From an optimization exercise on the open Yosys and OpenROAD flow, aimed at small area and a short achievable clock period; shortcuts taken in it are not production practice. Where RTL was checked, it was by simulation tests only, not by an equivalence proof against the original.

==> flow/design.v (excerpt) <==
module grad_top (
    input  wire logic        clk,
    input  wire logic        rst,
    input  wire logic        in_valid,
    input  wire logic        sof,
    input  wire logic [7:0]  pixel,
    output logic             out_valid,
    output logic [32:0]      grad
);
Size: ~3,600 cells after synthesis, about 380 flip-flops, roughly 46 I/O pins.
Settings: LEC_CHECK=0, CAP_MARGIN=20, CORE_MARGIN=2, CORE_UTILIZATION=40, SLEW_MARGIN=20, SYNTH_HIERARCHICAL=1; clock period 26.0 ns.
standard.sh (not shown) runs the stock make flow with config.mk's settings and CLKGATE_MAP_FILE= SYNTH_SCRIPT=/design/flow/synth_recipe.tcl, a recipe that flattens the netlist after the stock synthesis.
==> flow/flow/run.sh <==
#!/bin/bash
# The standard layout (the standard.sh: ORFS with the standard synthesis
# and the standard flow's config.mk and SDC), with a larger setup margin for ORFS's timing
# repair so that it keeps shortening paths past the design's generous period.
set -euo pipefail
MARGIN=$(cat flow/margin.txt)
bash standard.sh SETUP_SLACK_MARGIN=$MARGIN finish > standard.log 2>&1
==> flow/flow/margin.txt <==
15
Rerun with:
==> flow/flow/margin.txt (replaced) <==
14
Effect: The new run finished with timing, DRC and antenna clean; wire length decreases by about 5%; clock skew is about the same; via count falls by about 3.3%; design area fell by about 5%; synthesized cell count does not change; first-iteration DRC count drops by about 10%.
No run of this note included a check of the RTL's function; only the layout flow was run.


== wip/ember ==
grad_top, a different RTL version from the one above (not shown whole).
For scale: ~3600 cells after synthesis, ~380 flip-flops, roughly 46 I/O pins.
export LEC_CHECK = 0
export CAP_MARGIN = 20
export CORE_MARGIN = 2
export CORE_UTILIZATION = 40
export SLEW_MARGIN = 20
export SYNTH_HIERARCHICAL = 1
create_clock -name core_clock -period 26.0 [get_ports {clk}]
==> flow/flow/margin.txt <==
15
Scripts as last shown in full above: flow/flow/run.sh
What wip/lagoon does differently from wip/ember at the input level:
==> flow/flow/margin.txt <==
14
### Flow results
- Measured against wip/lagoon, the non-clock buffer count of wip/ember comes out at 1.7 times the reference value.
- Worst setup slack, wip/lagoon and wip/ember: smaller value in wip/lagoon
- Global routing met2 resource utilization sits lower in wip/lagoon than in wip/ember.
- wip/lagoon vs wip/ember, first-pass GRT wire length went down by about 2.7%.
- Compared with wip/ember, wip/lagoon shows a lower logic depth of the worst path, buffers included.
- [wip/lagoon vs wip/ember] worst-case setup slack after placement: lower in wip/lagoon
- Any difference in area occupied by registers between wip/lagoon and wip/ember is small enough to ignore.
Input changes introduced in wip/indigo (baseline for comparison: wip/lagoon):
==> flow/flow/margin.txt <==
13
==> run summary <==
- Met2 routed wirelength, wip/indigo vs wip/lagoon: down by a few percent
- On first-pass GRT wire length, wip/indigo does better than wip/lagoon.
- Max count of plain and timing-repair buffers in the layout across wip/indigo and wip/lagoon: wip/lagoon
### wip/indigo -> wip/garnet
==> flow/flow/margin.txt <==
15.5
Findings:
wip/garnet vs wip/indigo — final weighted congestion in routability-driven placement climbed by a few percent
Count of clock-buffer cells in the layout, wip/garnet and wip/indigo: higher on wip/indigo
For wip/garnet, the endpoint of the most critical setup path was grad[13], unlike wip/indigo, where it was grad[12].
Summary of wip/garnet over wip/indigo: number of clock sinks seen by CTS essentially unchanged; multi-input logic area increased about 10%; critical path arrival decreased 1120 ps; non-clock buffer instance count of the final layout increased 270.
No functional check of the RTL was part of any run of this note.


Another version of the RTL of grad_top (not shown whole).
Size: ~3200 cells after synthesis, about 380 flip-flops, ~46 I/O pins, about 32000 um2 of cells after synthesis.
==> flow/config.mk <==
export PLATFORM = sky130hd
export DESIGN_NAME = grad_top
export DESIGN_NICKNAME = grad_top
export VERILOG_FILES = /design/flow/design.v
export SDC_FILE = /design/flow/constraint.sdc
export NUM_CORES = 4
export LEC_CHECK = 0
export CAP_MARGIN = 20
export CORE_MARGIN = 2
export CORE_UTILIZATION = 40
export CTS_CLUSTER_DIAMETER = 60
export CTS_CLUSTER_SIZE = 30
export PLACE_DENSITY = 0.75
export SLEW_MARGIN = 20
export SYNTH_HIERARCHICAL = 1
==> flow/constraint.sdc <==
create_clock -name core_clock -period 26.0 [get_ports {clk}]
set_input_delay 5.2000 -clock core_clock [delete_from_list [all_inputs] [get_ports {clk}]]
set_output_delay 5.2000 -clock core_clock [all_outputs]
set_load 0.01 [all_outputs]
==> flow/flow/margin.txt <==
14.5
Scripts as last shown in full above: flow/flow/run.sh
Testbench counts at the start, summed over its fixed seeds: latency cycles 75,055, results 75,055.
Next try:
- CORE_UTILIZATION: 40 -> 50
- PLACE_DENSITY: 0.75 -> unset
=> Cell count went down by 4.8%; count of clock-buffer cells in the layout climbs by 5; wire length climbs by 7.7%; die area is lower by 20%; critical path depth came out higher by 5; non-clock buffer count went down by 7.


grad_top again, from the RTL that the note above started with.
clock: 26.0 ns
lec_check: 0
cap_margin: 20
core_margin: 2
core_utilization: 40
cts_cluster_diameter: 60
cts_cluster_size: 30
slew_margin: 20
synth_hierarchical: 1
Scripts as last shown in full above: flow/flow/run.sh, flow/flow/margin.txt
Testbench counts at the start, summed over its fixed seeds: latency cycles 75,055, results 75,055.
Next try:
Settings changed: CTS_CLUSTER_DIAMETER 60 to not set, CTS_CLUSTER_SIZE 30 to not set.
Result:
- synthesized area does not change
- die area stays the same
- core utilization climbs by 0.38 points
- register-to-register slack hardly moves
- via count stays flat
Next try:
Settings changed: CTS_CLUSTER_DIAMETER set to 60, CTS_CLUSTER_SIZE set to 40.
Effect: The changed run completed without violations. Final cell count goes down slightly. Utilization decreases by 0.38 points. Count of clock-buffer cells in the layout goes down by 26. Via count hardly moves. Fmax went up slightly. Sequential cell count stays the same. Design area drops slightly. Hold slack is about the same. First-iteration DRC count shrinks slightly.
Next try:
Settings changed: CTS_BUF_LIST set to sky130_fd_sc_hd__clkbuf_4 sky130_fd_sc_hd__clkbuf_8, CTS_CLUSTER_DIAMETER 60 to not set, CTS_CLUSTER_SIZE 40 to not set.
The new run ran to the end with no violations; non-clock buffer count goes down by 5; cell area goes up by about 1%; utilization goes up by 0.43 points; routed wire length goes up by about 1.7%; setup slack gets worse by 0.088 ns; fmax goes down by about 0.8%; clock-buffer cell count goes up by 61; register-to-register slack gets better by 0.02 ns; synthesized area stays the same.

separate check: timing with driven ports:
No port has a modelled driver above. Below, the same layouts with a new extraction and two added sets of constraints.
Step 1 assumes that a clkbuf_16 drives the clock port and a buf_2 every other input.
Step 2, shift: input delay + t, output delay - t, t = (earliest + latest rising clock arrival at the registers) / 2. This alone moves slack from input paths to output paths.
Slacks: no drivers / after step 1 / after step 2; pairs: no drivers / after step 1.
| run | t, ns | setup WS [ns] | worst setup path after step 2 | clock arrival spread, ns | worst data-port slew with drivers (ns) |
|---|---|---|---|---|---|
| the first run of note 1 | 0.636 | 14.091 / 14.091 / 13.455 | input to register | 0.036 / 0.036 | 0.06 |
| the second run of note 1 | 0.630 | 13.960 / 13.954 / 13.324 | input to register | 0.036 / 0.036 | 0.06 |
| wip/ember | 0.623 | 14.751 / 14.692 / 14.274 | input to register | 0.031 / 0.031 | 0.06 |
| wip/lagoon | 0.635 | 14.134 / 14.073 / 13.793 | input to register | 0.035 / 0.035 | 0.05 |
| wip/indigo | 0.613 | 13.472 / 13.414 / 13.139 | input to register | 0.037 / 0.037 | 0.05 |
| wip/garnet | 0.627 | 14.591 / 14.535 / 14.231 | input to register | 0.020 / 0.020 | 0.06 |
| the first run of note 3 | 0.653 | 14.606 / 14.546 / 14.048 | input to register | 0.035 / 0.035 | 0.06 |
| the second run of note 3 | 0.634 | 14.761 / 14.714 / 14.161 | input to register | 0.051 / 0.050 | 0.05 |
| the first run of note 4 | 0.657 | 14.746 / 14.692 / 14.123 | input to register | 0.043 / 0.043 | 0.05 |
| the second run of note 4 | 0.619 | 14.707 / 14.702 / 14.120 | input to register | 0.015 / 0.014 | 0.05 |
| the third run of note 4 | 0.659 | 14.748 / 14.701 / 14.123 | input to register | 0.042 / 0.042 | 0.05 |
| the fourth run of note 4 | 0.702 | 14.660 / 14.604 / 14.086 | input to register | 0.039 / 0.039 | 0.05 |
After both steps setup and hold are still met in every run listed.
